This design comes from an exercise in tuning for small area on the open sky130 flow, not from production work.
In this exercise RTL edits were held to simulation tests only and were not proved equivalent to the original.
Power is estimated from default activity; no workload was simulated.

==> design/flow/design.v <==
module grf_dual_write #(
    parameter int unsigned DATA_W   = 32,
    parameter int unsigned ADDR_W   = 5,
    parameter int unsigned NUM_READ = 2,
    parameter bit          BYPASS   = 1'b1
) (
    input  logic                         clk,
    input  logic                         RESET,
    input  logic                         we0,
    input  logic [ADDR_W-1:0]            wa0,
    input  logic [DATA_W-1:0]            wd0,
    input  logic [31:0]                  wpc0,
    input  logic                         we1,
    input  logic [ADDR_W-1:0]            wa1,
    input  logic [DATA_W-1:0]            wd1,
    input  logic [31:0]                  wpc1,
    input  logic [NUM_READ*ADDR_W-1:0]   ra,
    output logic [NUM_READ*DATA_W-1:0]   rd,
    input  logic                         set_en,
    input  logic [ADDR_W-1:0]            set_addr,
    output logic [(1<<ADDR_W)-1:0]       busy,
    output logic [1:0]                   trc_valid,
    output logic [31:0]                  trc_pc0,
    output logic [31:0]                  trc_pc1,
    output logic [ADDR_W-1:0]            trc_addr0,
    output logic [ADDR_W-1:0]            trc_addr1,
    output logic [DATA_W-1:0]            trc_data0,
    output logic [DATA_W-1:0]            trc_data1
);
    localparam int unsigned DEPTH = 1 << ADDR_W;
    logic              eff0, eff1;
    logic              nrst;
    logic              pol_q;
    logic [DATA_W-1:0] x0a, x1a, x0b, x1b;
    logic [DEPTH-1:0]  hold;
    logic [DATA_W-1:0] rs [DEPTH];
    logic [DEPTH-1:0]  busy_q;
    assign eff1 = we1 && (wa1 != '0);
    assign eff0 = we0 && (wa0 != '0) && !(we1 && (wa0 == wa1));
    assign nrst = !RESET;
    always_ff @(posedge clk) begin
        pol_q <= RESET | ~pol_q;
    end
    for (genvar b = 0; b < DATA_W; b++) begin : g_x
        logic x0n, x1n;
        assign x0n = ~(wd0[b] ^ pol_q);
        assign x1n = ~(wd1[b] ^ pol_q);
        grf_inv u_x0a (.a(x0n), .y(x0a[b]));
        grf_inv u_x1a (.a(x1n), .y(x1a[b]));
        grf_inv u_x0b (.a(x0n), .y(x0b[b]));
        grf_inv u_x1b (.a(x1n), .y(x1b[b]));
    end
    logic [3:0] pa0, pa1, pas;
    logic [7:0] pb0, pb1, pbs;
    logic       e0, e1, es;
    assign e0 = nrst & eff0;
    assign e1 = nrst & we1;
    assign es = nrst & set_en;
    always_comb begin
        for (int i = 0; i < 4; i++) begin
            pa0[i] = e0 & (wa0[1:0] == 2'(i));
            pa1[i] = e1 & (wa1[1:0] == 2'(i));
            pas[i] = es & (set_addr[1:0] == 2'(i));
        end
        for (int j = 0; j < 8; j++) begin
            pb0[j] = (wa0[4:2] == 3'(j));
            pb1[j] = (wa1[4:2] == 3'(j));
            pbs[j] = (set_addr[4:2] == 3'(j));
        end
    end
    assign rs[0] = '0;
    assign hold[0] = 1'b0;
    for (genvar n = 1; n < DEPTH; n++) begin : g_reg
        logic [DATA_W-1:0] s_q, s_d;
        logic              ld0n, ld1n;
        logic [1:0]        ld0, ld1, hd;
        grf_nand2 u_ld0n (.a(pa0[n%4]), .b(pb0[n/4]), .y(ld0n));
        grf_nand2 u_ld1n (.a(pa1[n%4]), .b(pb1[n/4]), .y(ld1n));
        for (genvar h = 0; h < 2; h++) begin : g_half
            grf_inv  u_ld0  (.a(ld0n), .y(ld0[h]));
            grf_inv  u_ld1  (.a(ld1n), .y(ld1[h]));
            grf_and3 u_hold (.a(nrst), .b(ld0n), .c(ld1n), .y(hd[h]));
        end
        assign hold[n] = hd[0];
        for (genvar b = 0; b < DATA_W; b++) begin : g_bit
            grf_aoi222 u_nx (
                .a0(s_q[b]), .b0(hd[b/(DATA_W/2)]),
                .a1((n < DEPTH/2) ? x0a[b] : x0b[b]), .b1(ld0[b/(DATA_W/2)]),
                .a2((n < DEPTH/2) ? x1a[b] : x1b[b]), .b2(ld1[b/(DATA_W/2)]),
                .y(s_d[b])
            );
        end
        always_ff @(posedge clk) begin
            s_q <= s_d;
        end
        assign rs[n] = s_q;
    end
    for (genvar k = 0; k < NUM_READ; k++) begin : g_read
        logic [ADDR_W-1:0] addr;
        logic              f1, f0, nz, any;
        logic [1:0]        f1b, f0b, inv;
        logic [DEPTH-1:0]  sel [2];
        assign addr = ra[k*ADDR_W +: ADDR_W];
        assign nz   = (addr != '0);
        assign f1   = BYPASS && eff1 && (wa1 == addr);
        assign f0   = BYPASS && eff0 && (wa0 == addr) && !f1;
        assign any  = f1 | f0;
        for (genvar h = 0; h < 2; h++) begin : g_half
            grf_inv u_f1 (.a(~f1), .y(f1b[h]));
            grf_inv u_f0 (.a(~f0), .y(f0b[h]));
            grf_inv u_pi (.a(~(pol_q & nz)), .y(inv[h]));
            assign sel[h][0] = 1'b0;
            for (genvar n = 1; n < DEPTH; n++) begin : g_sel
                grf_and2 u_sel (.a(pa[n%4]), .b(pb[n/4]), .y(sel[h][n]));
            end
        end
        logic [3:0] pa;
        logic [7:0] pb;
        always_comb begin
            for (int i = 0; i < 4; i++) pa[i] = ~any & (addr[1:0] == 2'(i));
            for (int j = 0; j < 8; j++) pb[j] = (addr[4:2] == 3'(j));
        end
        for (genvar b = 0; b < DATA_W; b++) begin : g_bit
            localparam int H = b / (DATA_W / 2);
            logic [10:0] part;
            logic [2:0]  grp;
            logic        orn;
            for (genvar g = 0; g < 10; g++) begin : g_grp
                grf_aoi222 u_sel (
                    .a0(rs[3*g+1][b]), .b0(sel[H][3*g+1]),
                    .a1(rs[3*g+2][b]), .b1(sel[H][3*g+2]),
                    .a2(rs[3*g+3][b]), .b2(sel[H][3*g+3]),
                    .y(part[g])
                );
            end
            grf_aoi222 u_fwd (
                .a0(rs[31][b]), .b0(sel[H][31]), .a1(x0b[b]), .b1(f0b[H]), .a2(x1b[b]), .b2(f1b[H]),
                .y(part[10])
            );
            grf_nand4 u_g0 (.a(part[0]), .b(part[1]), .c(part[2]), .d(part[3]), .y(grp[0]));
            grf_nand4 u_g1 (.a(part[4]), .b(part[5]), .c(part[6]), .d(part[7]), .y(grp[1]));
            grf_nand3 u_g2 (.a(part[8]), .b(part[9]), .c(part[10]), .y(grp[2]));
            grf_or3   u_or (.a(grp[0]), .b(grp[1]), .c(grp[2]), .y(orn));
            grf_xor2  u_out (.a(orn), .b(inv[H]), .y(rd[k*DATA_W + b]));
        end
    end
    logic [DEPTH-1:0] busy_d;
    assign busy_d[0] = 1'b0;
    for (genvar n = 1; n < DEPTH; n++) begin : g_busy
        grf_ao21 u_nx (.a0(busy_q[n]), .b0(hold[n]), .c(pas[n%4] & pbs[n/4]), .y(busy_d[n]));
    end
    always_ff @(posedge clk) begin
        busy_q <= busy_d;
    end
    logic [1:0]        trc_valid_q;
    logic [31:0]       trc_pc0_q, trc_pc1_q;
    logic [ADDR_W-1:0] trc_addr0_q, trc_addr1_q;
    logic [DATA_W-1:0] trc_data0_q, trc_data1_q;
    logic [31:0]       trc_pc0_d, trc_pc1_d;
    logic [ADDR_W-1:0] trc_addr0_d, trc_addr1_d;
    logic [DATA_W-1:0] trc_data0_d, trc_data1_d;
    logic              tl0a, tk0a, tl1a, tk1a, tl0b, tk0b, tl1b, tk1b;
    grf_inv u_tl0a (.a(~(nrst & eff0)), .y(tl0a));
    grf_inv u_tk0a (.a(RESET | eff0), .y(tk0a));
    grf_inv u_tl1a (.a(~(nrst & eff1)), .y(tl1a));
    grf_inv u_tk1a (.a(RESET | eff1), .y(tk1a));
    grf_inv u_tl0b (.a(~(nrst & eff0)), .y(tl0b));
    grf_inv u_tk0b (.a(RESET | eff0), .y(tk0b));
    grf_inv u_tl1b (.a(~(nrst & eff1)), .y(tl1b));
    grf_inv u_tk1b (.a(RESET | eff1), .y(tk1b));
    for (genvar b = 0; b < 32; b++) begin : g_trc_pc
        grf_ao22 u_pc0 (.a0(trc_pc0_q[b]), .b0(tk0a), .a1(wpc0[b]), .b1(tl0a), .y(trc_pc0_d[b]));
        grf_ao22 u_pc1 (.a0(trc_pc1_q[b]), .b0(tk1a), .a1(wpc1[b]), .b1(tl1a), .y(trc_pc1_d[b]));
    end
    for (genvar b = 0; b < ADDR_W; b++) begin : g_trc_addr
        grf_ao22 u_a0 (.a0(trc_addr0_q[b]), .b0(tk0b), .a1(wa0[b]), .b1(tl0b), .y(trc_addr0_d[b]));
        grf_ao22 u_a1 (.a0(trc_addr1_q[b]), .b0(tk1b), .a1(wa1[b]), .b1(tl1b), .y(trc_addr1_d[b]));
    end
    for (genvar b = 0; b < DATA_W; b++) begin : g_trc_data
        grf_ao22 u_d0 (.a0(trc_data0_q[b]), .b0(tk0b), .a1(wd0[b]), .b1(tl0b), .y(trc_data0_d[b]));
        grf_ao22 u_d1 (.a0(trc_data1_q[b]), .b0(tk1b), .a1(wd1[b]), .b1(tl1b), .y(trc_data1_d[b]));
    end
    always_ff @(posedge clk) begin
        trc_valid_q <= {nrst & eff1, nrst & eff0};
        trc_pc0_q   <= trc_pc0_d;
        trc_addr0_q <= trc_addr0_d;
        trc_data0_q <= trc_data0_d;
        trc_pc1_q   <= trc_pc1_d;
        trc_addr1_q <= trc_addr1_d;
        trc_data1_q <= trc_data1_d;
    end
    assign busy      = busy_q;
    assign trc_valid = trc_valid_q;
    assign trc_pc0   = trc_pc0_q;
    assign trc_pc1   = trc_pc1_q;
    assign trc_addr0 = trc_addr0_q;
    assign trc_addr1 = trc_addr1_q;
    assign trc_data0 = trc_data0_q;
    assign trc_data1 = trc_data1_q;
endmodule
module grf_aoi222 (
    input  logic a0, b0, a1, b1, a2, b2,
    output logic y
);
    assign y = ~((a0 & b0) | (a1 & b1) | (a2 & b2));
endmodule
module grf_ao22 (
    input  logic a0, b0, a1, b1,
    output logic y
);
    assign y = (a0 & b0) | (a1 & b1);
endmodule
module grf_ao21 (
    input  logic a0, b0, c,
    output logic y
);
    assign y = (a0 & b0) | c;
endmodule
module grf_and2 (
    input  logic a, b,
    output logic y
);
    assign y = a & b;
endmodule
module grf_and3 (
    input  logic a, b, c,
    output logic y
);
    assign y = a & b & c;
endmodule
module grf_nand2 (
    input  logic a, b,
    output logic y
);
    assign y = ~(a & b);
endmodule
module grf_inv (
    input  logic a,
    output logic y
);
    assign y = ~a;
endmodule
module grf_nand4 (
    input  logic a, b, c, d,
    output logic y
);
    assign y = ~(a & b & c & d);
endmodule
module grf_nand3 (
    input  logic a, b, c,
    output logic y
);
    assign y = ~(a & b & c);
endmodule
module grf_or3 (
    input  logic a, b, c,
    output logic y
);
    assign y = a | b | c;
endmodule
module grf_xor2 (
    input  logic a, b,
    output logic y
);
    assign y = a ^ b;
endmodule
==> design/flow/flow/run.sh <==
#!/bin/bash
set -o pipefail
export BUFFER_PORTS_ARGS="-buffer_cell sky130_fd_sc_hd__buf_1"
export CTS_ARGS="-sink_clustering_enable -repair_clock_nets -dont_use_dummy_load -buf_list sky130_fd_sc_hd__clkbuf_4 -sink_clustering_size 8 -sink_clustering_max_diameter 30"
export GPL_KEEP_OVERFLOW=0
bash standard.sh > standard.log 2>&1
==> design/flow/standard.sh <==
#!/bin/bash
# synth_recipe.tcl (not shown) runs the flow's synth.tcl, then flattens the netlist and writes it again
# the make line also repeats each setting of config.mk as NAME=value (left out here)
make -C /OpenROAD-flow-scripts/flow DESIGN_CONFIG=/design/flow/config.mk WORK_HOME=/design/flow/orfs CLKGATE_MAP_FILE= SYNTH_SCRIPT=/design/flow/synth_recipe.tcl "${@:-finish}"
==> design/flow/config.mk <==
export PLATFORM = sky130hd
export DESIGN_NAME = grf_dual_write
export DESIGN_NICKNAME = grf_dual_write
export VERILOG_FILES = /design/flow/design.v
export SDC_FILE = /design/flow/constraint.sdc
export NUM_CORES = 4
export LEC_CHECK = 0
export CAP_MARGIN = 0
export CELL_PAD_IN_SITES_DETAIL_PLACEMENT = 2
export CELL_PAD_IN_SITES_GLOBAL_PLACEMENT = 2
export CORE_MARGIN = 2
export CORE_UTILIZATION = 40
export PLACE_DENSITY = 0.45
export SLEW_MARGIN = 0
export SYNTH_HIERARCHICAL = 1
==> design/flow/constraint.sdc <==
create_clock -name core_clock -period 8.0 [get_ports {clk}]
set_input_delay 1.6000 -clock core_clock [delete_from_list [all_inputs] [get_ports {clk}]]
set_output_delay 1.6000 -clock core_clock [all_outputs]
set_load 0.01 [all_outputs]
==> results of run 1 <==
per-module statistics from Yosys (local to each module, per instance):
| module | cells | flops+latches | copies in the design |
|---|---|---|---|
| grf_and2 | 1 | 0 | 124 |
| grf_and3 | 1 | 0 | 62 |
| grf_ao21 | 1 | 0 | 31 |
| grf_ao22 | 1 | 0 | 138 |
| grf_aoi222 | 1 | 0 | 1696 |
| grf_dual_write | 1417 | 1164 | 1 |
| grf_inv | 1 | 0 | 272 |
| grf_nand2 | 1 | 0 | 62 |
| grf_nand3 | 1 | 0 | 64 |
| grf_nand4 | 1 | 0 | 128 |
| grf_or3 | 1 | 0 | 64 |
| grf_xor2 | 1 | 0 | 64 |
cell usage in the layout (no fill, tap or decap), types with 2 or more instances in the layout:
master,n
a2111oi_2,5
a2111oi_4,3
a21o_1,32
a222oi_1,1696
a22o_1,138
and2_1,81
and2_2,44
and3_1,68
and3b_1,8
and4b_1,2
buf_1,391
buf_12,6
buf_2,5
buf_4,13
clkbuf_4,306
dfxtp_1,1163
diode_2,20
inv_1,275
inv_2,5
nand2_1,79
nand3_1,69
nand3b_1,3
nand4_1,132
nor2_1,40
nor3_1,3
nor3_2,3
nor3b_1,12
nor4b_4,2
or3_1,66
or3b_1,3
xnor2_1,79
xor2_1,74
flip-flops by register name (all words and copies together) (netlist names):
name / flops
trc_pc0_q: 32
busy_q: 31
trc_pc1_q: 32
trc_data1_q: 32
trc_data0_q: 32
trc_valid_q: 2
g.s_q: 992
trc_addr0_q: 5
pol_q: 1
trc_addr1_q: 5
final cells by class:
cell class / count / area, µm²
multi-input combinational: 2650 / 23600
antenna: 20 / 50.0
fill: 12555 / 65400
clock buffer: 306 / 2300
sequential: 1164 / 23300
timing repair buffer: 418 / 1750
tap: 1612 / 2020
inverter: 280 / 1050
worst max path at each step:
stage               cells past startpoint   start  slack, ns     end
finish                                 14  wa1[3]      -0.09   rd[4]
global route                           14  wa1[3]      -0.09  rd[18]
CTS                                    13  wa1[3]       0.01   rd[4]
detailed placement                     12  wa0[0]      -0.16  rd[36]
global placement                       11  wa1[3]      -2.93   rd[4]
floorplan                              10  wa1[0]       1.91  rd[32]
routing by layer:
layer | vias to the layer above | GRT usage, % | routed length [µm]
met5 | - | 0 | 59
met4 | 10 | 28.6 | 20200
met3 | 843 | 9.80 | 32500
met2 | 4323 | 62.4 | 118000
met1 | 27438 | 53.2 | 101000
li1 | 21299 | - | -
timing repair:
action / CTS / global route
setup endpoints to repair: 6 / 32
resized for setup: 7 / 44
buffers inserted: 0 / 1
pin swaps: 0 / 2
power by group through the flow:
| stage | logic [W] | clock network (W) | registers (W) |
|---|---|---|---|
| 2_1_floorplan | 0.00123 | 0 | 0.00668 |
| 3_3_place_gp | 0.00218 | 0 | 0.00678 |
| 3_5_place_dp | 0.00224 | 0 | 0.00680 |
| 4_1_cts | 0.00225 | 0.00415 | 0.00667 |
| 5_1_grt | 0.00240 | 0.00444 | 0.00673 |
| 6_report | 0.00236 | 0.00408 | 0.00669 |
through the flow:
step | hold slack, ns | power (W) | utilization (%)
global placement | 0.437 | 0.00896 | 42.9
finish | 0.454 | 0.0131 | 45.3
global route | 0.451 | 0.0136 | 45.2
detailed placement | 0.440 | 0.00904 | 43.2
CTS | 0.426 | 0.0131 | 45.1
floorplan | 0.473 | 0.00790 | -
critical path, stage by stage:
cell             delay, ns
clkdlybuf4s15_1       0.62
xnor2_1               0.39
nand4_1               0.15
o311a_4               0.55
a2111oi_2             0.54
buf_4                 0.28
buf_6                 0.16
buf_4                 0.16
and2_1                0.60
a222oi_1              0.22
nand4_1               0.16
or3_1                 0.13
xor2_1                0.68
buf_1                 0.22
kinds of logic (layout without fill, tap and decap cells):
group | Yosys count | in the layout
AO/OA/AOI/OAI | 1875 | 1875
flip-flops | 1164 | 1164
AND/OR/NAND/NOR | 621 | 621
buffers and inverters | 308 | 1004
XOR/XNOR | 153 | 153
other | 1 | 21
==> flow_summary.toml, run 1 <==
[finish]
num-nets-final = 4978
final_area_um2 = 54100
drive_above_1_share_pct = 8.26
area_delta_synth_final_pct = 12.7
finalNonFillerCells = 6450

[worst_hold_path]
hp-class = "flop to flop"
whs_path_depth = 1
hold_start = "busy_q[17]$_DFF_P_"
min_to = "busy_q[17]$_DFF_P_"

[synthesis]
synthSimpleGateAreaFrac_pct = 7.46
synth_top_family_by_area = "compound AO/OA/AOI/OAI gates"
ys_ff_latch = 1164
synth_area_um2 = 48000
syn_inst = 4122
async_reset_ff_share_pct = 0
synth-main-ff-cell = "dfxtp_1"
synth_top_area_share_pct = 48.6
yosysTopAreaCell = "dfxtp_1"
yosysMostFrequentCell = "a222oi_1"
synth-edff-count = 0
avgSynthCellArea_um2 = 11.6
synth_mux_area_share_pct = 0
ys_types = 38
synth_common_cells = "a222oi_1, dfxtp_1, inv_1"
synth_xor_area_share_pct = 2.79
synth_compound_area_share_pct = 38.6
synth_nets = 4280
ys_top_cells_by_area = "dfxtp_1, a222oi_1, a22o_1"
ys_seq_area_share_pct = 48.6
synth_adder_area_share_pct = 0
yosysWarnings = 13

[route]
vias = 53913
routed_wl_um = 271000
avgRoutedWirePerCell_um = 42.1
viasPerCell = 8.36
drc = 0
dr.pass1.iters = 17
drtAntennaViolNets = 0
first_iter_violations = 15141

[clocking]
tritoncts = "done"
cts-root-buf = "clkbuf_4"
clockBufferDepth = 4
cts_hold_buf = 0
insertion_delay_ns = 1.34
cts_buffers = 306
clkTransAtPathRegs_ns = 0.04
clock_tree.htree_level_count = 5
cts_sinks = 1164

[timing]
setup_tns_ns = -0.215
fin_crit_sh_pct = 101
relSlewSlack_pct = -0.399
fin_crit_ns = 8.09
finalWorstSetupSlack_ns = -0.0937
tightestPinTransition_ns = 1.51
setup-violations-final = 3
hold_violations = 0
clock.fmax_mhz = 124
maxSlewViolCount = 42
fin_skew_ns = 0.102

[global_routing]
overflow = 0
grt_max_degree = 72
antenna_found_initial = 19
grt_pass1_vias = 51861
grt_pass1_wl_um = 378000
grt_usage_pct = 41.7

[die]
core_um2 = 119000
io_pins = 394
rows = 127
die_area_um2 = 123000
initial_core_util_pct = 40.2
die_y_um = 350
die_w_um = 350

[pwr]
p_sw_w = 0.00442
cellInternalPower_w = 0.00870
vdd_ir_drop_max_uv = 165
p_sw_share_pct = 33.7
clkPwrFrac_pct = 31.1
p_leak_nw = 20.5
power_density_nw_per_um2 = 243
power_frac_comb_pct = 18.0
seq_power_share_pct = 50.9

[run_status]
status = "failed layout checks"
so_faults = "capacitance limit, slew limit, setup timing"

[critical_path]
cp-end-kind = "output port"
r2r_slack_ns = 5.31
r2r_start = "pol_q$_DFF_P_"
reg2reg_to = "g_reg[28].s_q[0]$_DFF_P_"
crit_required_ns = 6.40
critPathLaunchType = "primary input"
path_class = "primary input to output port"
r2r_cells = 4
critPathMaxFanout = 17
arrival_ns = 6.49

[flow_run]
maxCapViolations = 1

[placed_design]
gp_congestion = 1.06
dp.cells = 6123
place_ws_ns = -0.160
place_area_um2 = 51600
dp_hpwl_um = 184000
portBuffers = 392
==> run 2: changes to the inputs <==
--- a/design/flow/config.mk
+++ b/design/flow/config.mk
@@ -7,3 +7,3 @@
 export LEC_CHECK = 0
-export CAP_MARGIN = 0
+export CAP_MARGIN = 20
 export CELL_PAD_IN_SITES_DETAIL_PLACEMENT = 2
@@ -13,3 +13,4 @@
 export PLACE_DENSITY = 0.45
-export SLEW_MARGIN = 0
+export SETUP_SLACK_MARGIN = 0.4
+export SLEW_MARGIN = 20
 export SYNTH_HIERARCHICAL = 1
==> run 2 against run 1 <==
  * The run now finishes clean
  * Clock skew up 0.0095 ns
  * Worst setup slack better by 0.38 ns
  * Largest power group unchanged
  * Clock power rose by 1%
==> flow_summary.toml, run 2 <==
[pwr]
power_frac_comb_pct = 17.9
cellInternalPower_w = 0.00875
p_sw_w = 0.00443
power_density_nw_per_um2 = 243
p_sw_share_pct = 33.6
p_leak_nw = 20.6
total_power_w = 0.0132
seq_power_share_pct = 50.8
clkPwrFrac_pct = 31.3
vdd_ir_drop_max_uv = 156

[critical_path]
critPathLaunchType = "primary input"
crit_path_top_delay_cell = "a222oi_1"
path_class = "primary input to output port"
cp-end-kind = "output port"
slowest_delay_ns = 0.86
cp_top_family = "simple AND/OR/NAND/NOR gates"
arrival_ns = 6.11
critPathMaxFanout = 17
crit_top_cell = "nand4_1"
crit_required_ns = 6.40
path_cells = "clkdlybuf4s15_2 > xnor2_1 > nand4_1 > o311a_4 > a2111oi_2 > buf_4 > buf_2 > and2_2 > a222oi_1 > nand4_1 > or3_1 > xor2_1 > buf_1"
worstPathBufferInverterCount = 4

[clocking]
cts_buffers = 314
clkTransAtPathRegs_ns = 0.04
tritoncts = "done"
clockBufferDepth = 4
clock_tree.htree_level_count = 5
cts-root-buf = "clkbuf_4"
cts_sinks = 1164
insertion_delay_ns = 1.38

[timing]
clock.fmax_mhz = 130
tightestPinTransition_ns = 1.23
setup-violations-final = 0
fin_skew_ns = 0.111
finalWorstSetupSlack_ns = 0.291
fin_crit_sh_pct = 96.4
rsz0062_at_grt = "false"
setup_tns_ns = 0
relSlewSlack_pct = 18.1
hold_violations = 0
maxSlewViolCount = 0
fin_crit_ns = 7.71

[finish]
mostFrequentLayoutCells = "a222oi_1, dfxtp_1, buf_1, clkbuf_4, inv_1"
num-nets-final = 4999
area_delta_synth_final_pct = 13.2
final_util_pct = 45.4
layout_commonest_cell = "a222oi_1"
largest_register_ffs = 992
drive_above_1_share_pct = 9.11
top_register = "g.s_q"
final_area_um2 = 54300

[placed_design]
dp_hpwl_um = 184000
place_ws_ns = -0.197
place_area_um2 = 51600
portBuffers = 392
gp_congestion = 1.06

[route]
drtAntennaViolNets = 0
avgRoutedWirePerCell_um = 41.8
vias = 53902
dr.pass1.iters = 17
viasPerCell = 8.34
drc = 0
first_iter_violations = 15083
routed_wl_um = 270000

[global_routing]
grt_pass1_wl_um = 378000
grt_max_degree = 72
overflow = 0
grt_usage_pct = 41.7
grt_pass1_vias = 51946
antenna_found_initial = 20

[synthesis]
yosysMostFrequentCell = "a222oi_1"
synth_top_area_share_pct = 48.6
synth_area_um2 = 48000
synth_common_cells = "a222oi_1, dfxtp_1, inv_1"
ys_types = 38
synth-edff-count = 0
ys_ff_latch = 1164
avgSynthCellArea_um2 = 11.6
ys_seq_area_share_pct = 48.6
synth_nets = 4280
async_reset_ff_share_pct = 0
yosysTopAreaCell = "dfxtp_1"
synth-main-ff-cell = "dfxtp_1"
syn_inst = 4122
ys_top_cells_by_area = "dfxtp_1, a222oi_1, a22o_1"
yosysWarnings = 13

[die]
core_um2 = 119000
die_y_um = 350
die_area_um2 = 123000
die_w_um = 350
io_pins = 394
initial_core_util_pct = 40.2
rows = 127

[flow_run]
maxCapViolations = 0

[run_status]
status = "no timing/DRC/antenna violations"

[worst_hold_path]
hp-class = "flop to flop"
run 2: per-module statistics from Yosys (local to each module, per instance):
module	copies in the design	cell area, µm²
grf_ao21	31	7.51
grf_nand3	64	5.00
grf_dual_write	1	25100
grf_inv	272	3.75
grf_and2	124	6.26
grf_xor2	64	8.76
grf_nand2	62	3.75
grf_or3	64	6.26
grf_aoi222	1696	10.0
grf_nand4	128	6.26
grf_and3	62	6.26
grf_ao22	138	8.76
run 2: area by class of cell:
cell class	instances	area (µm²)
Fill cell	12490	65200
Timing Repair Buffer	431	1860
Tap cell	1612	2020
Antenna cell	12	30.0
Inverter	280	1050
Multi-Input combinational cell	2650	23700
Clock buffer	314	2360
Sequential cell	1164	23300
run 2: per-stage QoR:
| step | hold WS (ns) | cells |
|---|---|---|
| CTS | 0.413 | 6444 |
| finish | 0.453 | 6463 |
| global placement | 0.437 | 6098 |
| global route | 0.444 | 6456 |
| floorplan | 0.473 | 4122 |
| detailed placement | 0.441 | 6127 |
run 2: path summary, 6_finish.rpt:
kind	start	to	slack (ns)	depth (start not counted)
setup reg to reg	pol_q$_DFF_P_	g_reg[17].s_q[25]$_DFF_P_	5.25	3
setup / recovery	wa1[3]	rd[58]	0.29	13
hold reg to reg	busy_q[17]$_DFF_P_	busy_q[17]$_DFF_P_	0.45	1
hold / removal	busy_q[17]$_DFF_P_	busy_q[17]$_DFF_P_	0.45	1
run 2: logic make-up (layout without fill, tap and decap cells):
group                  Yosys count  count (layout)  share of synthesized area, %
flip-flops                    1164            1164                          48.6
buffers and inverters          308            1025                          2.53
other                            1              13                       0.00781
AND/OR/NAND/NOR                621             621                          7.46
XOR/XNOR                       153             153                          2.79
AO/OA/AOI/OAI                 1875            1875                          38.6
run 2: power groups by stage:
stage | Sequential, W | Clock (W) | Combinational, W
floorplan | 0.00668 | 0 | 0.00123
global placement | 0.00678 | 0 | 0.00218
detailed placement | 0.00679 | 0 | 0.00224
CTS | 0.00667 | 0.00419 | 0.00226
global route | 0.00674 | 0.00450 | 0.00241
finish | 0.00669 | 0.00413 | 0.00236
run 2: repair_timing:
action | CTS | global route
setup buffers | 3 | 5
resized for setup | 62 | 13
pin swaps | 5 | 7
endpoints found under the setup margin | 64 | 33
gates cloned | 0 | 0
hold buffers | 0 | 0
run 2: layer usage:
metal | up-vias | track usage [%] | wire length, µm
met5 | - | 0 | 135
met4 | 22 | 27.9 | 20100
met3 | 835 | 9.97 | 32700
met2 | 4263 | 62.4 | 117000
met1 | 27426 | 53.2 | 100000
li1 | 21356 | - | -
==> run 3: changes to the inputs <==
==> design/flow/flow/run.sh (replaced) <==
#!/bin/bash
set -o pipefail
export BUFFER_PORTS_ARGS="-buffer_cell sky130_fd_sc_hd__buf_1"
export CTS_ARGS="-sink_clustering_enable -repair_clock_nets -dont_use_dummy_load -buf_list sky130_fd_sc_hd__clkbuf_4 -sink_clustering_size 8 -sink_clustering_max_diameter 40"
export GPL_KEEP_OVERFLOW=0
bash standard.sh > standard.log 2>&1
--- a/design/flow/config.mk
+++ b/design/flow/config.mk
@@ -7,3 +7,3 @@
 export LEC_CHECK = 0
-export CAP_MARGIN = 20
+export CAP_MARGIN = 15
 export CELL_PAD_IN_SITES_DETAIL_PLACEMENT = 2
@@ -11,6 +11,6 @@
 export CORE_MARGIN = 2
-export CORE_UTILIZATION = 40
-export PLACE_DENSITY = 0.45
-export SETUP_SLACK_MARGIN = 0.4
-export SLEW_MARGIN = 20
+export CORE_UTILIZATION = 45
+export PLACE_DENSITY = 0.5
+export SETUP_SLACK_MARGIN = 0.35
+export SLEW_MARGIN = 15
 export SYNTH_HIERARCHICAL = 1
==> run 3 against run 2 <==
  * Still clean
  * Worst setup slack worse by 0.027 ns
  * Combinational power about the same
  * Clock skew down 0.067 ns
  * Synthesized cell count unchanged
  * Die area down 11%
  * Final area down 2.4%
  * Non-clock buffer count down 6
  * Cell count down 5.3%
  * Critical path depth up 1
  * Sequential cell count unchanged
  * Total power down 7.4%
  * Critical path type unchanged
  * Critical endpoint is now rd[43]
  * Largest cell class unchanged
  * Largest power group unchanged
==> flow_summary.toml, run 3 <==
[critical_path]
cp-end-kind = "output port"
arrival_ns = 6.14
crit_required_ns = 6.40
crit_path_top_delay_cell = "a2111oi_2"
path_class = "primary input to output port"
critPathMaxFanout = 17
cp_top_family = "simple AND/OR/NAND/NOR gates"
critPathLaunchType = "primary input"
path_cells = "buf_2 > xnor2_1 > nand4_1 > o311a_4 > a2111oi_2 > buf_4 > buf_4 > buf_2 > and2_2 > a222oi_1 > nand3_1 > or3_1 > xor2_1 > buf_1"
slowest_delay_ns = 0.65
worstPathBufferInverterCount = 5

[synthesis]
async_reset_ff_share_pct = 0
synth_compound_area_share_pct = 38.6
synth_mux_area_share_pct = 0
synth_xor_area_share_pct = 2.79
synth_top_family_by_area = "compound AO/OA/AOI/OAI gates"
yosysMostFrequentCell = "a222oi_1"
synth_nets = 4280
synth-edff-count = 0
yosysWarnings = 13
avgSynthCellArea_um2 = 11.6
synth_top_area_share_pct = 48.6
ys_seq_area_share_pct = 48.6
synth-main-ff-cell = "dfxtp_1"
synth_area_um2 = 48000
synth_adder_area_share_pct = 0
ys_top_cells_by_area = "dfxtp_1, a222oi_1, a22o_1"
synthSimpleGateAreaFrac_pct = 7.46
synth_common_cells = "a222oi_1, dfxtp_1, inv_1"
syn_inst = 4122
ys_ff_latch = 1164
ys_types = 38
yosysTopAreaCell = "dfxtp_1"

[finish]
num-nets-final = 4867
mostFrequentLayoutCells = "a222oi_1, dfxtp_1, buf_1, inv_1, clkbuf_4"
fillers = 10822
largest_register_ffs = 992
top_register = "g.s_q"
final_util_pct = 50.2
area_delta_synth_final_pct = 10.4
layout_commonest_cell = "a222oi_1"
drive_above_1_share_pct = 6.01

[die]
rows = 119
die_w_um = 331
core_um2 = 106000
die_area_um2 = 109000
io_pins = 394
initial_core_util_pct = 45.5
die_y_um = 331

[global_routing]
overflow = 0
grt.met2_usage_pct = 68.5
use_met3_pct = 12.7
use_met1_pct = 55.0
grt_usage_pct = 45.5
grt_pass1_vias = 53008
grt_pass1_wl_um = 371000
antenna_found_initial = 23
grt_max_degree = 72
grt_busiest_layer = "met2"

[clocking]
cts_sinks = 1164
cts_hold_buf = 0
clockBufferDepth = 3
tritoncts = "done"
cts_buffers = 188
cts-root-buf = "clkbuf_4"
insertion_delay_ns = 1.22
clock_tree.htree_level_count = 4
clkTransAtPathRegs_ns = 0.07

[placed_design]
portBuffers = 392
gp_congestion = 1.02
dp_hpwl_um = 176000

[timing]
tightestPinTransition_ns = 1.34
fin_skew_ns = 0.0442
maxSlewViolCount = 0
fin_crit_ns = 7.74
setup-violations-final = 0
hold_violations = 0
clock.fmax_mhz = 129
rsz0062_at_grt = "true"
fin_crit_sh_pct = 96.7
relSlewSlack_pct = 10.4

[flow_run]
maxCapViolations = 0

[pwr]
total_power_w = 0.0122
vdd_ir_drop_max_uv = 123
power_density_nw_per_um2 = 230
p_leak_nw = 20.0

[route]
avgRoutedWirePerCell_um = 43.0
dr.pass1.iters = 17
routed_wl_um = 263000
drtAntennaViolNets = 0
viasPerCell = 8.85
first_iter_violations = 15745
drc = 0
vias = 54168

[run_status]
status = "no timing/DRC/antenna violations"

[worst_hold_path]
hp-class = "flop to flop"
==> run 3: cell types whose count changed in the layout (fill, tap and decap cells not counted), moves of 9 or more <==
| cell | previous run | this run |
|---|---|---|
| clkbuf_4 | 314 | 188 |
| and2_1 | 81 | 103 |
| and2_2 | 44 | 22 |
| buf_2 | 25 | 15 |
| diode_2 | 12 | 21 |
==> run 3: logic make-up (layout without fill, tap and decap cells) <==
logic type | count (synthesis) | in the layout
AO/OA/AOI/OAI | 1875 | 1875
XOR/XNOR | 153 | 153
buffers and inverters | 308 | 893
flip-flops | 1164 | 1164
other | 1 | 22
AND/OR/NAND/NOR | 621 | 621
==> run 3: timing repair <==
action | CTS | global route
pin swaps | 2 | 3
setup endpoints to repair | 63 | 48
hold endpoints to repair | 0 | 0
gates resized for setup | 25 | 23
buffers inserted | 5 | 2
==> run 3: power by group <==
part	leakage [nW]	switching [W]	internal, W
logic	9.37	0.00164	0.000686
clock network	0.865	0.00212	0.00107
registers	9.75	0.000407	0.00627
==> run 3: final timing paths <==
path | from | end | slack, ns | depth (start not counted)
worst min-delay path | busy_q[17]$_DFF_P_ | busy_q[17]$_DFF_P_ | 0.46 | 1
worst max register to register | pol_q$_DFF_P_ | g_reg[27].s_q[4]$_DFF_P_ | 5.28 | 4
worst min register to register | busy_q[17]$_DFF_P_ | busy_q[17]$_DFF_P_ | 0.46 | 1
worst max-delay path | wa1[0] | rd[43] | 0.26 | 14
==> run 3: layout make-up <==
class                   instances  area [µm²]  area share (%)
clock buffers                 188        1410            2.66
repair buffers                425        1790            3.38
inverters                     280        1050            1.99
diodes                         21        52.6          0.0992
multi-input cells            2650       23600            44.6
flip-flops and latches       1164       23300            44.0
well taps                    1391        1740            3.28
==> run 3: routing by layer <==
layer	vias to the layer above	part of all wire, %
li1	21076	-
met1	27216	35
met2	4779	43
met3	1081	13
met4	16	9.0
met5	-	0.040
==> run 3: per-stage QoR <==
stage | setup TNS, ns | worst slack (ns) | hold slack, ns | std cells | cell area [µm²]
after floorplan | 0 | 1.91 | 0.473 | 4122 | 48000
after global placement | -123.61 | -2.38 | 0.438 | 5877 | 51000
after detailed placement | -0.361 | -0.204 | 0.441 | 5903 | 51300
after CTS | 0 | 0.364 | 0.469 | 6096 | 52900
after global routing | 0 | 0.303 | 0.485 | 6107 | 53000
final | 0 | 0.264 | 0.465 | 6119 | 53000
==> run 3: modules after synthesis, one instance, submodules excluded, a selection <==
| module | cells inside | flip-flops and latches | times used |
|---|---|---|---|
| grf_dual_write | 1417 | 1164 | 1 |
| grf_aoi222 | 1 | 0 | 1696 |
| grf_ao22 | 1 | 0 | 138 |
| grf_ao21 | 1 | 0 | 31 |
| grf_or3 | 1 | 0 | 64 |
| grf_and2 | 1 | 0 | 124 |
| grf_nand4 | 1 | 0 | 128 |
| grf_nand2 | 1 | 0 | 62 |
==> run 4: changes to the inputs <==
==> design/flow/flow/run.sh (replaced) <==
#!/bin/bash
set -o pipefail
export BUFFER_PORTS_ARGS="-buffer_cell sky130_fd_sc_hd__buf_1"
export CTS_ARGS="-sink_clustering_enable -repair_clock_nets -dont_use_dummy_load -buf_list sky130_fd_sc_hd__clkbuf_4 -sink_clustering_size 8 -sink_clustering_max_diameter 50"
export GPL_KEEP_OVERFLOW=0
bash standard.sh > standard.log 2>&1
==> design/flow/config.mk (replaced) <==
export PLATFORM = sky130hd
export DESIGN_NAME = grf_dual_write
export DESIGN_NICKNAME = grf_dual_write
export VERILOG_FILES = /design/flow/design.v
export SDC_FILE = /design/flow/constraint.sdc
export NUM_CORES = 4
export LEC_CHECK = 0
export CAP_MARGIN = 15
export CELL_PAD_IN_SITES_DETAIL_PLACEMENT = 1
export CELL_PAD_IN_SITES_GLOBAL_PLACEMENT = 1
export CORE_MARGIN = 2
export CORE_UTILIZATION = 50
export PLACE_DENSITY = 0.55
export SETUP_SLACK_MARGIN = 0.3
export SLEW_MARGIN = 15
export SYNTH_HIERARCHICAL = 1
==> run 4 against run 3 <==
  * Still clean on timing, DRC and antenna
  * Clock-buffer cell count fell by 16
  * Synthesized cell count stayed put
  * Die area fell by 9.9%
  * First-iteration DRC count up 7.0%
  * Area after synthesis stayed put
  * Final area is 0.77% lower
  * Worst hold slack worse by 0.0028 ns
  * Combinational power decreased by 3%
  * Via count is 1.3% lower
  * Sequential share of layout area up 0.34 points
  * Utilization is 5.1 points higher
  * Sequential cell count unchanged
  * Largest cell class unchanged
  * Largest power group unchanged
  * Highest routed layer unchanged
==> flow_summary.toml, run 4 <==
[run_status]
status = "no timing/DRC/antenna violations"

[route]
drc = 0
first_iter_violations = 16841
vias = 53449
viasPerCell = 8.97
drtAntennaViolNets = 0
avgRoutedWirePerCell_um = 40.7
routed_wl_um = 243000
dr.pass1.iters = 22

[synthesis]
ys_seq_area_share_pct = 48.6
syn_inst = 4122
async_reset_ff_share_pct = 0
ys_types = 38
synth_area_um2 = 48000
synth_nets = 4280
yosysWarnings = 13
avgSynthCellArea_um2 = 11.6
ys_top_cells_by_area = "dfxtp_1, a222oi_1, a22o_1"
synth_top_area_share_pct = 48.6
yosysMostFrequentCell = "a222oi_1"
ys_ff_latch = 1164
synth-edff-count = 0
synth_common_cells = "a222oi_1, dfxtp_1, inv_1"
yosysTopAreaCell = "dfxtp_1"
synth-main-ff-cell = "dfxtp_1"

[global_routing]
grt_usage_pct = 46.6
grt_pass1_wl_um = 347000
antenna_found_initial = 19
grt_max_degree = 72
overflow = 0
grt_pass1_vias = 50458

[critical_path]
arrival_ns = 6.20
path_class = "primary input to output port"
r2r_cells = 4
slowest_delay_ns = 0.92
cp-end-kind = "output port"
r2r_start = "pol_q$_DFF_P_"
crit_path_top_delay_cell = "nand4_1"
critPathMaxFanout = 16
reg2reg_to = "g_reg[13].s_q[1]$_DFF_P_"
r2r_slack_ns = 5.36
crit_required_ns = 6.40
path_cells = "buf_1 > xor2_1 > nor4b_4 > a2111oi_2 > buf_2 > and2_2 > a222oi_1 > nand4_1 > or3_4 > xor2_1 > buf_1"
critPathLaunchType = "primary input"

[pwr]
p_sw_share_pct = 33.8
vdd_ir_drop_max_uv = 147
total_power_w = 0.0120
p_sw_w = 0.00405
clkPwrFrac_pct = 25.5
power_frac_comb_pct = 18.9
cellInternalPower_w = 0.00794
power_density_nw_per_um2 = 228
p_leak_nw = 19.9
seq_power_share_pct = 55.6

[placed_design]
gp_congestion = 1.05
portBuffers = 392
dp_hpwl_um = 164000

[worst_hold_path]
hp-class = "flop to flop"
min_to = "busy_q[30]$_DFF_P_"
whs_path_depth = 1
hold_start = "busy_q[30]$_DFF_P_"

[clocking]
clock_tree.htree_level_count = 4
cts-root-buf = "clkbuf_4"
insertion_delay_ns = 1.14
cts_hold_buf = 0
cts_sinks = 1164
clockBufferDepth = 3
tritoncts = "done"
cts_buffers = 172
clkTransAtPathRegs_ns = 0.08

[timing]
fin_skew_ns = 0.0603
rsz0062_at_grt = "true"
setup-violations-final = 0
setup_tns_ns = 0
maxSlewViolCount = 0
relSlewSlack_pct = 6.50
fin_crit_sh_pct = 97.5
fin_crit_ns = 7.80
tightestPinTransition_ns = 1.40
hold_violations = 0
clock.fmax_mhz = 128

[finish]
num-nets-final = 4844
register_area_um2 = 23300
area_delta_synth_final_pct = 9.57
top_register = "g.s_q"
layout_commonest_cell = "a222oi_1"
drive_above_1_share_pct = 5.38
mostFrequentLayoutCells = "a222oi_1, dfxtp_1, buf_1, inv_1, clkbuf_4"
fillers = 10293
multi_input_area_um2 = 23600
largest_register_ffs = 992

[die]
rows = 113
die_area_um2 = 98500
die_w_um = 314
io_pins = 394
core_um2 = 95000
initial_core_util_pct = 50.5
die_y_um = 314

[flow_run]
maxCapViolations = 0
run 4: worst max-delay path by stage:
stage / from / to / depth (start not counted)
after detailed placement: wa0[4] / rd[62] / 12
after floorplan: wa1[0] / rd[32] / 10
final: ra[1] / rd[15] / 11
after global placement: wa0[4] / rd[1] / 11
after global routing: wa0[0] / rd[34] / 12
after CTS: wa0[4] / rd[1] / 11
run 4: layout make-up:
cell class | count | share of cell area, %
diodes | 12 | 0.0571
clock buffers | 172 | 2.46
inverters | 280 | 2.00
multi-input cells | 2650 | 44.9
flip-flops and latches | 1164 | 44.3
well taps | 1265 | 3.01
repair buffers | 418 | 3.29
run 4: critical path, delay by kind of cell:
kind | cells | cell delay [ns]
xor gates and xnor gates | 2 | 0.37
AOI/OAI and AO/OA | 2 | 0.69
and+or+nand+nor | 4 | 2.57
buffers and inverters | 3 | 0.92
run 4: repair_timing:
action,in CTS,in global routing
pin swaps,0,4
setup endpoints to repair,2,46
cloned,0,0
gates resized for setup,1,35
setup buffers,0,3
run 4: stage by stage:
stage / setup slack, ns / std cells / utilization (%) / hold slack, ns / cell area (µm²)
detailed placement: 0.284 / 5774 / 53.8 / 0.446 / 51100
global placement: -2.14 / 5751 / 53.5 / 0.436 / 50900
global route: 0.242 / 5952 / 55.3 / 0.485 / 52600
floorplan: 1.91 / 4122 / - / 0.473 / 48000
CTS: 0.323 / 5946 / 55.2 / 0.468 / 52400
finish: 0.204 / 5961 / 55.3 / 0.462 / 52600
run 4: cell families after synthesis:
group | Yosys count | share of synthesized area (%)
buf+inv | 308 | 2.53
simple gates | 621 | 7.46
compound gates | 1875 | 38.6
other cells | 1 | 0.00781
xor+xnor | 153 | 2.79
flops | 1164 | 48.6
run 4: per-module statistics from Yosys, one instance, submodules excluded, excerpt:
module,cells inside,flip-flops and latches,copies in the design,cell area [µm²]
grf_nand4,1,0,128,6.26
grf_or3,1,0,64,6.26
grf_nand3,1,0,64,5.00
grf_and3,1,0,62,6.26
grf_inv,1,0,272,3.75
grf_dual_write,1417,1164,1,25100
run 4: power groups by stage:
| stage | logic, W | clock network [W] | registers, W |
|---|---|---|---|
| after global placement | 0.00207 | 0 | 0.00677 |
| after detailed placement | 0.00212 | 0 | 0.00679 |
| after global routing | 0.00230 | 0.00330 | 0.00672 |
| after floorplan | 0.00123 | 0 | 0.00668 |
| final | 0.00226 | 0.00306 | 0.00667 |
| after CTS | 0.00212 | 0.00306 | 0.00665 |
run 4: layer usage:
metal,global-route usage [%],routed length [µm],vias up
li1,-,-,21009
met5,0.290,144,-
met3,11.4,33200,1064
met4,34.2,21500,18
met1,57.6,83500,26343
met2,70.6,105000,5015
==> run 5: changes to the inputs <==
--- a/design/flow/design.v
+++ b/design/flow/design.v
@@ -35,2 +35,3 @@
     logic [DEPTH-1:0]  hold;
+    logic [DEPTH-1:0]  nw;
     logic [DATA_W-1:0] rs [DEPTH];
@@ -43,6 +44,9 @@
     end
+    logic [1:0] poln;
+    grf_inv u_poln0 (.a(pol_q), .y(poln[0]));
+    grf_inv u_poln1 (.a(pol_q), .y(poln[1]));
     for (genvar b = 0; b < DATA_W; b++) begin : g_x
         logic x0n, x1n;
-        assign x0n = ~(wd0[b] ^ pol_q);
-        assign x1n = ~(wd1[b] ^ pol_q);
+        assign x0n = wd0[b] ^ poln[b/(DATA_W/2)];
+        assign x1n = wd1[b] ^ poln[b/(DATA_W/2)];
         grf_inv u_x0a (.a(x0n), .y(x0a[b]));
@@ -52,3 +56,3 @@
     end
-    logic [3:0] pa0, pa1, pas;
+    logic [3:0] pa0, pa1, pas, pw0, pw1;
     logic [7:0] pb0, pb1, pbs;
@@ -63,2 +67,4 @@
             pas[i] = es & (set_addr[1:0] == 2'(i));
+            pw0[i] = we0 & (wa0[1:0] == 2'(i));
+            pw1[i] = we1 & (wa1[1:0] == 2'(i));
         end
@@ -72,5 +78,6 @@
     assign hold[0] = 1'b0;
+    assign nw[0] = 1'b0;
     for (genvar n = 1; n < DEPTH; n++) begin : g_reg
         logic [DATA_W-1:0] s_q, s_d;
-        logic              ld0n, ld1n;
+        logic              ld0n, ld1n, w0n, w1n;
         logic [1:0]        ld0, ld1, hd;
@@ -78,2 +85,5 @@
         grf_nand2 u_ld1n (.a(pa1[n%4]), .b(pb1[n/4]), .y(ld1n));
+        grf_nand2 u_w0n  (.a(pw0[n%4]), .b(pb0[n/4]), .y(w0n));
+        grf_nand2 u_w1n  (.a(pw1[n%4]), .b(pb1[n/4]), .y(w1n));
+        grf_and2  u_nw   (.a(w0n), .b(w1n), .y(nw[n]));
         for (genvar h = 0; h < 2; h++) begin : g_half
@@ -81,3 +91,3 @@
             grf_inv  u_ld1  (.a(ld1n), .y(ld1[h]));
-            grf_and3 u_hold (.a(nrst), .b(ld0n), .c(ld1n), .y(hd[h]));
+            grf_and2 u_hold (.a(nrst), .b(nw[n]), .y(hd[h]));
         end
@@ -99,3 +109,3 @@
         logic [ADDR_W-1:0] addr;
-        logic              f1, f0, nz, any;
+        logic              f1, f0, nz;
         logic [1:0]        f1b, f0b, inv;
@@ -106,3 +116,2 @@
         assign f0   = BYPASS && eff0 && (wa0 == addr) && !f1;
-        assign any  = f1 | f0;
         for (genvar h = 0; h < 2; h++) begin : g_half
@@ -113,3 +122,3 @@
             for (genvar n = 1; n < DEPTH; n++) begin : g_sel
-                grf_and2 u_sel (.a(pa[n%4]), .b(pb[n/4]), .y(sel[h][n]));
+                grf_and3 u_sel (.a(pa[n%4]), .b(pb[n/4]), .c(nw[n]), .y(sel[h][n]));
             end
@@ -119,3 +128,3 @@
         always_comb begin
-            for (int i = 0; i < 4; i++) pa[i] = ~any & (addr[1:0] == 2'(i));
+            for (int i = 0; i < 4; i++) pa[i] = (addr[1:0] == 2'(i));
             for (int j = 0; j < 8; j++) pb[j] = (addr[4:2] == 3'(j));
==> design/flow/flow/run.sh (replaced) <==
#!/bin/bash
set -o pipefail
export BUFFER_PORTS_ARGS="-buffer_cell sky130_fd_sc_hd__buf_1"
export CTS_ARGS="-sink_clustering_enable -repair_clock_nets -dont_use_dummy_load -buf_list sky130_fd_sc_hd__clkbuf_4 -sink_clustering_size 8 -sink_clustering_max_diameter 30"
export GPL_KEEP_OVERFLOW=0
bash standard.sh > standard.log 2>&1
--- a/design/flow/config.mk
+++ b/design/flow/config.mk
@@ -8,7 +8,7 @@
 export CAP_MARGIN = 15
-export CELL_PAD_IN_SITES_DETAIL_PLACEMENT = 1
-export CELL_PAD_IN_SITES_GLOBAL_PLACEMENT = 1
+export CELL_PAD_IN_SITES_DETAIL_PLACEMENT = 2
+export CELL_PAD_IN_SITES_GLOBAL_PLACEMENT = 2
 export CORE_MARGIN = 2
-export CORE_UTILIZATION = 50
-export PLACE_DENSITY = 0.55
+export CORE_UTILIZATION = 45
+export PLACE_DENSITY = 0.5
 export SETUP_SLACK_MARGIN = 0.3
==> run 5 against run 4 <==
  * Register-to-register slack worse by 0.48 ns
  * First-iteration DRC count is 2.1% lower
  * Sequential share of layout area fell by 1.2 points
  * Utilization is 4.7 points lower
  * Worst hold slack got worse by 0.0048 ns
  * Area after synthesis grew 0.74%
  * Synthesized cell count rose by 2.4%
  * Sequential power about the same
  * Largest cell class unchanged
==> flow_summary.toml, run 5 <==
[synthesis]
synth_top_area_share_pct = 48.2
yosysWarnings = 13
ys_top_cells_by_area = "dfxtp_1, a222oi_1, a22o_1"
synth_nets = 4379
ys_types = 34
syn_inst = 4221
ys_seq_area_share_pct = 48.2
synth-main-ff-cell = "dfxtp_1"
synth_common_cells = "a222oi_1, dfxtp_1, inv_1"
async_reset_ff_share_pct = 0
yosysMostFrequentCell = "a222oi_1"
yosysTopAreaCell = "dfxtp_1"
avgSynthCellArea_um2 = 11.5
synth-edff-count = 0
synth_area_um2 = 48300
ys_ff_latch = 1164

[global_routing]
grt_max_degree = 70
grt_pass1_vias = 53793
grt_pass1_wl_um = 373000
grt_usage_pct = 44.7
antenna_found_initial = 13
overflow = 0

[flow_run]
maxCapViolations = 0

[die]
core_um2 = 107000
initial_core_util_pct = 45.3
die_w_um = 332
die_y_um = 332
io_pins = 394
rows = 120
die_area_um2 = 110000

[run_status]
status = "no timing/DRC/antenna violations"

[finish]
area_delta_synth_final_pct = 11.8
num-nets-final = 5054
finalNonFillerCells = 6316
final_util_pct = 50.6
layout_commonest_cell = "a222oi_1"
largest_register_ffs = 992
top_register = "g.s_q"
mostFrequentLayoutCells = "a222oi_1, dfxtp_1, buf_1, clkbuf_4, inv_1"
drive_above_1_share_pct = 7.38
fillers = 11015

[placed_design]
dp.cells = 6004
place_ws_ns = 0.114
gp_congestion = 0.985
dp_hpwl_um = 177000
portBuffers = 392

[clocking]
insertion_delay_ns = 1.22
cts_hold_buf = 0
clock_tree.htree_level_count = 5
cts-root-buf = "clkbuf_4"
clkTransAtPathRegs_ns = 0.05
cts_sinks = 1164
cts_buffers = 292
clockBufferDepth = 4
postCtsSetupBuffers = 0
tritoncts = "done"

[timing]
clock.fmax_mhz = 130
fin_crit_ns = 7.67
finalWorstSetupSlack_ns = 0.328
hold_violations = 0
setup_tns_ns = 0
setup-violations-final = 0
relSlewSlack_pct = 19.9
maxSlewViolCount = 0
fin_crit_sh_pct = 95.9
tightestPinTransition_ns = 1.20
fin_skew_ns = 0.0629
rsz0062_at_grt = "false"

[critical_path]
arrival_ns = 6.07
critPathLaunchType = "primary input"
crit_required_ns = 6.40
path_class = "primary input to output port"
crit_path_top_delay_cell = "or4_1"
path_cells = "clkbuf_2 > nor3_2 > nand2_1 > o211ai_4 > or4_1 > inv_1 > a222oi_1 > nand3_1 > or3_1 > xor2_1 > buf_1"
slowest_delay_ns = 0.66
cp-end-kind = "output port"
critPathMaxFanout = 16

[pwr]
p_leak_nw = 20.9
vdd_ir_drop_max_uv = 120
power_density_nw_per_um2 = 239

[worst_hold_path]
hp-class = "flop to flop"

[route]
dr.pass1.iters = 17
first_iter_violations = 16492
vias = 54871
avgRoutedWirePerCell_um = 41.4
viasPerCell = 8.69
routed_wl_um = 262000
drtAntennaViolNets = 0
drc = 0
==> run 5: modules after synthesis (local to each module, per instance) <==
module | flops+latches | times used
grf_and2 | 0 | 93
grf_dual_write | 1164 | 1
grf_or3 | 0 | 64
grf_xor2 | 0 | 64
grf_ao22 | 0 | 138
grf_inv | 0 | 274
grf_ao21 | 0 | 31
grf_nand2 | 0 | 124
grf_nand4 | 0 | 128
grf_and3 | 0 | 124
grf_aoi222 | 0 | 1696
grf_nand3 | 0 | 64
==> run 5: power by group <==
group | switching [W] | leakage [nW] | internal (W)
logic | 0.00164 | 9.78 | 0.000683
clock network | 0.00225 | 1.34 | 0.00166
registers | 0.000401 | 9.75 | 0.00629
total | 0.00429 | 20.9 | 0.00864
==> run 5: cell families after synthesis <==
group / after synthesis / share of synthesized area [%]
other: 1 / 0.00776
and+or+nand+nor: 731 / 8.40
xor gates and xnor gates: 153 / 2.77
DFF: 1164 / 48.2
AOI/OAI and AO/OA: 1867 / 38.2
buffers and inverters: 305 / 2.45
==> run 5: repair_timing <==
item,CTS,global route
endpoints found under the setup margin,6,22
gates resized for setup,5,36
pin swaps,0,5
==> run 5: stage by stage <==
stage / power, W / hold slack, ns / area (µm²)
2_1_floorplan: 0.00794 / 0.405 / 48300
3_3_place_gp: 0.00888 / 0.435 / 51400
3_5_place_dp: 0.00900 / 0.442 / 51700
4_1_cts: 0.0128 / 0.460 / 53900
5_1_grt: 0.0133 / 0.470 / 54000
6_report: 0.0129 / 0.457 / 54100
==> run 5: layout make-up <==
class                           count  area [µm²]  area share, %
Multi-Input combinational cell   2752       24000           44.4
Sequential cell                  1164       23300           43.1
Clock buffer                      292        2190           4.05
Tap cell                         1403        1760           3.25
Timing Repair Buffer              409        1730           3.19
Inverter                          277        1040           1.93
Antenna cell                       19        47.5         0.0879
==> run 5: critical path, delay by kind of cell <==
| kind | cells | cell delay, ns |
|---|---|---|
| xor gates and xnor gates | 1 | 0.57 |
| buffers and inverters | 3 | 1.10 |
| AOI/OAI and AO/OA | 2 | 0.62 |
| and+or+nand+nor | 5 | 2.13 |
==> run 5: layer usage <==
metal / track usage, % / vias to the layer above / wire length (µm)
met4: 32.3 / 2 / 22100
met2: 68.9 / 4842 / 115000
li1: - / 21573 / -
met5: 0 / - / 13
met1: 55.2 / 27437 / 92100
met3: 9.94 / 1017 / 32800
==> run 5: path summary, 6_finish.rpt <==
kind                                   end         startpoint  slack, ns  cells after the start
setup reg to reg  g_reg[28].s_q[4]$_DFF_P_      pol_q$_DFF_P_       4.88                      4
hold reg to reg          busy_q[4]$_DFF_P_  busy_q[4]$_DFF_P_       0.46                      1
setup / recovery                    rd[47]             wa0[2]       0.33                     11
hold / removal           busy_q[4]$_DFF_P_  busy_q[4]$_DFF_P_       0.46                      1
==> run 6: changes to the inputs <==
==> design/flow/flow/run.sh (replaced) <==
#!/bin/bash
set -o pipefail
export BUFFER_PORTS_ARGS="-buffer_cell sky130_fd_sc_hd__buf_1"
export CTS_ARGS="-sink_clustering_enable -repair_clock_nets -dont_use_dummy_load -buf_list sky130_fd_sc_hd__clkbuf_4 -sink_clustering_size 8 -sink_clustering_max_diameter 40"
export GPL_KEEP_OVERFLOW=0
bash standard.sh > standard.log 2>&1
--- a/design/flow/config.mk
+++ b/design/flow/config.mk
@@ -8,8 +8,8 @@
 export CAP_MARGIN = 15
-export CELL_PAD_IN_SITES_DETAIL_PLACEMENT = 2
-export CELL_PAD_IN_SITES_GLOBAL_PLACEMENT = 2
+export CELL_PAD_IN_SITES_DETAIL_PLACEMENT = 1
+export CELL_PAD_IN_SITES_GLOBAL_PLACEMENT = 1
 export CORE_MARGIN = 2
-export CORE_UTILIZATION = 45
-export PLACE_DENSITY = 0.5
-export SETUP_SLACK_MARGIN = 0.3
+export CORE_UTILIZATION = 50
+export PLACE_DENSITY = 0.55
+export SETUP_SLACK_MARGIN = 0.25
 export SLEW_MARGIN = 15
==> run 6 against run 5 <==
  * Total power shrank 6.5%
  * Via count shrank 0.64%
  * Area after synthesis did not move
  * Clock-buffer cell count decreased by 109
  * Still clean
  * Cell count is 3.9% lower
  * Die area decreased by 9.9%
  * Final area shrank 1.9%
  * Global-route usage grew 2.9 points
  * Sequential share of layout area is 0.85 points higher
  * Clock power down 21%
  * Clock skew increased by 0.014 ns
==> flow_summary.toml, run 6 <==
[clocking]
clkTransAtPathRegs_ns = 0.06
cts_sinks = 1164
cts-root-buf = "clkbuf_4"
insertion_delay_ns = 1.19
tritoncts = "done"
clock_tree.htree_level_count = 4
cts_buffers = 183
clockBufferDepth = 3

[pwr]
clkPwrFrac_pct = 25.6
total_power_w = 0.0121
cellInternalPower_w = 0.00801
seq_power_share_pct = 55.4
p_sw_share_pct = 33.7
power_frac_comb_pct = 19.0
p_sw_w = 0.00408
vdd_ir_drop_max_uv = 147
p_leak_nw = 20.3
power_density_nw_per_um2 = 228

[global_routing]
grt_pass1_vias = 51052
grt_usage_pct = 47.6
grt_pass1_wl_um = 354000
overflow = 0
antenna_found_initial = 13
grt_max_degree = 70

[die]
core_um2 = 96300
die_y_um = 315
die_area_um2 = 99200
initial_core_util_pct = 50.2
rows = 114
die_w_um = 315
io_pins = 394

[finish]
final_area_um2 = 53000
area_delta_synth_final_pct = 9.68
num-nets-final = 4943
final_util_pct = 55.1
layout_commonest_cell = "a222oi_1"
drive_above_1_share_pct = 4.98
mostFrequentLayoutCells = "a222oi_1, dfxtp_1, buf_1, inv_1, clkbuf_4"
top_register = "g.s_q"
largest_register_ffs = 992

[placed_design]
gp_congestion = 1.01
place_area_um2 = 51500
portBuffers = 392
dp_hpwl_um = 168000

[worst_hold_path]
whs_path_depth = 1
hp-class = "flop to flop"
min_to = "busy_q[29]$_DFF_P_"
hold_start = "busy_q[29]$_DFF_P_"

[synthesis]
synth-edff-count = 0
avgSynthCellArea_um2 = 11.5
yosysWarnings = 13
synth_area_um2 = 48300
ys_ff_latch = 1164
synth_top_area_share_pct = 48.2
synth_common_cells = "a222oi_1, dfxtp_1, inv_1"
ys_seq_area_share_pct = 48.2
yosysTopAreaCell = "dfxtp_1"
synth_nets = 4379
yosysMostFrequentCell = "a222oi_1"
ys_top_cells_by_area = "dfxtp_1, a222oi_1, a22o_1"
synth-main-ff-cell = "dfxtp_1"
async_reset_ff_share_pct = 0
syn_inst = 4221
ys_types = 34

[route]
avgRoutedWirePerCell_um = 41.2
first_iter_violations = 16871
vias = 54518
dr.pass1.iters = 22
drc = 0
drtAntennaViolNets = 0
viasPerCell = 8.98
routed_wl_um = 250000

[timing]
setup-violations-final = 0
clock.fmax_mhz = 127
maxSlewViolCount = 0
fin_crit_ns = 7.85
relSlewSlack_pct = 10.3
fin_skew_ns = 0.0771
hold_violations = 0
fin_crit_sh_pct = 98.1
rsz0062_at_grt = "false"
setup_tns_ns = 0
tightestPinTransition_ns = 1.35

[critical_path]
r2r_start = "pol_q$_DFF_P_"
crit_required_ns = 6.40
arrival_ns = 6.25
r2r_cells = 4
r2r_slack_ns = 4.81
critPathLaunchType = "primary input"
critPathMaxFanout = 16
path_class = "primary input to output port"
reg2reg_to = "g_reg[31].s_q[11]$_DFF_P_"
cp-end-kind = "output port"

[run_status]
status = "no timing/DRC/antenna violations"

[flow_run]
maxCapViolations = 0
-- run 6: cell counts after synthesis --
Identical to the previous run, type by type.
-- run 6: how the worst max path moves through the flow --
stage,slack [ns],endpoint,from,cells after the start
floorplan,2.47,rd[0],wa1[4],9
global placement,0.25,rd[15],wa0[3],10
detailed placement,0.27,rd[15],wa0[3],10
CTS,0.26,rd[15],wa0[3],10
global route,0.24,rd[10],wa0[3],11
finish,0.15,rd[15],wa0[0],11
-- run 6: repair_timing --
action,4_1_cts,5_1_grt
buffers inserted,0,0
gates resized for setup,0,21
hold buffers,0,0
setup endpoints to repair,0,13
-- run 6: power groups by stage --
stage	sequential [W]	clock, W	combinational (W)
after floorplan	0.00670	0	0.00124
after global placement	0.00678	0	0.00211
after detailed placement	0.00681	0	0.00216
after CTS	0.00668	0.00311	0.00216
after global routing	0.00675	0.00335	0.00233
final	0.00670	0.00310	0.00230
-- run 6: modules after synthesis, one instance, submodules excluded, excerpt --
module | copies in the design | cell area (µm²) | flip-flops and latches
grf_dual_write | 1 | 25000 | 1164
grf_aoi222 | 1696 | 10.0 | 0
grf_ao22 | 138 | 8.76 | 0
grf_ao21 | 31 | 7.51 | 0
grf_nand4 | 128 | 6.26 | 0
grf_and3 | 124 | 6.26 | 0
grf_nand3 | 64 | 5.00 | 0
grf_nand2 | 124 | 3.75 | 0
grf_inv | 274 | 3.75 | 0
-- run 6: worst max-delay path: stages --
cell,delay (ns)
clkdlybuf4s15_1,0.58
nor2_1,0.31
and2_1,0.43
nand2_1,0.10
and2_1,0.27
and3_1,0.43
a222oi_1,0.58
nand4_1,0.71
or3_1,0.64
xor2_2,0.38
buf_1,0.21
-- run 6: cells by family after synthesis --
| group | count (synthesis) | synth area share (%) |
|---|---|---|
| AO/OA/AOI/OAI | 1867 | 38.2 |
| XOR/XNOR | 153 | 2.77 |
| buffers and inverters | 305 | 2.45 |
| flip-flops | 1164 | 48.2 |
| other | 1 | 0.00776 |
| AND/OR/NAND/NOR | 731 | 8.40 |
-- run 6: per-layer routing --
| metal | wire (µm) | part of all wire (%) | vias up | track usage, % |
|---|---|---|---|---|
| li1 | - | - | 21342 | - |
| met1 | 85800 | 34 | 26735 | 59.0 |
| met2 | 105000 | 42 | 5284 | 70.1 |
| met3 | 35700 | 14 | 1149 | 12.6 |
| met4 | 23400 | 9.4 | 8 | 37.0 |
| met5 | 53 | 0.021 | - | 0 |
-- run 6: layout make-up --
| type | count | area [µm²] |
|---|---|---|
| diodes | 11 | 27.5 |
| clock buffers | 183 | 1370 |
| fillers | 10377 | 43300 |
| inverters | 277 | 1040 |
| multi-input cells | 2752 | 24000 |
| flip-flops and latches | 1164 | 23300 |
| well taps | 1276 | 1600 |
| repair buffers | 407 | 1700 |
-- run 6: per-stage QoR --
stage,cells,hold WS [ns],setup WS [ns]
floorplan,4221,0.405,2.47
global route,6062,0.481,0.240
detailed placement,5876,0.442,0.265
global placement,5861,0.435,0.247
finish,6070,0.459,0.148
CTS,6059,0.464,0.258

-- afterwards: timing with drivers on the ports --
No port has a modelled driver above. Below, the same layouts with a new extraction and two added sets of constraints. Step 1 assumes that a clkbuf_16 drives the clock port and a buf_2 every other input. Step 2, shift: input delay + t, output delay - t, t = (earliest + latest rising clock arrival at the registers) / 2. This alone moves slack from input paths to output paths. Slacks: ideal / step 1 / step 2; pairs: ideal / step 1.
run | shift t [ns] | setup slack, ns | slew at the worst register clock pin (ns) | worst slew at a driven data input, ns | cell pins on the clock port's net
run 1 | 1.369 | -0.094 / -0.219 / -0.219 | 0.09 / 0.09 | 0.23 | 1
run 2 | 1.388 | 0.291 / 0.213 / 0.213 | 0.09 / 0.09 | 0.20 | 1
run 3 | 1.260 | 0.264 / 0.194 / 0.194 | 0.10 / 0.10 | 0.21 | 1
run 4 | 1.198 | 0.204 / 0.115 / 0.115 | 0.11 / 0.11 | 0.21 | 1
run 5 | 1.296 | 0.328 / 0.307 / 0.307 | 0.10 / 0.10 | 0.20 | 1
run 6 | 1.201 | 0.148 / 0.125 / 0.125 | 0.10 / 0.10 | 0.08 | 1
The setup slack of run 1, which loses most, moves by -0.125 ns with the drivers and by -0.125 ns with both steps.
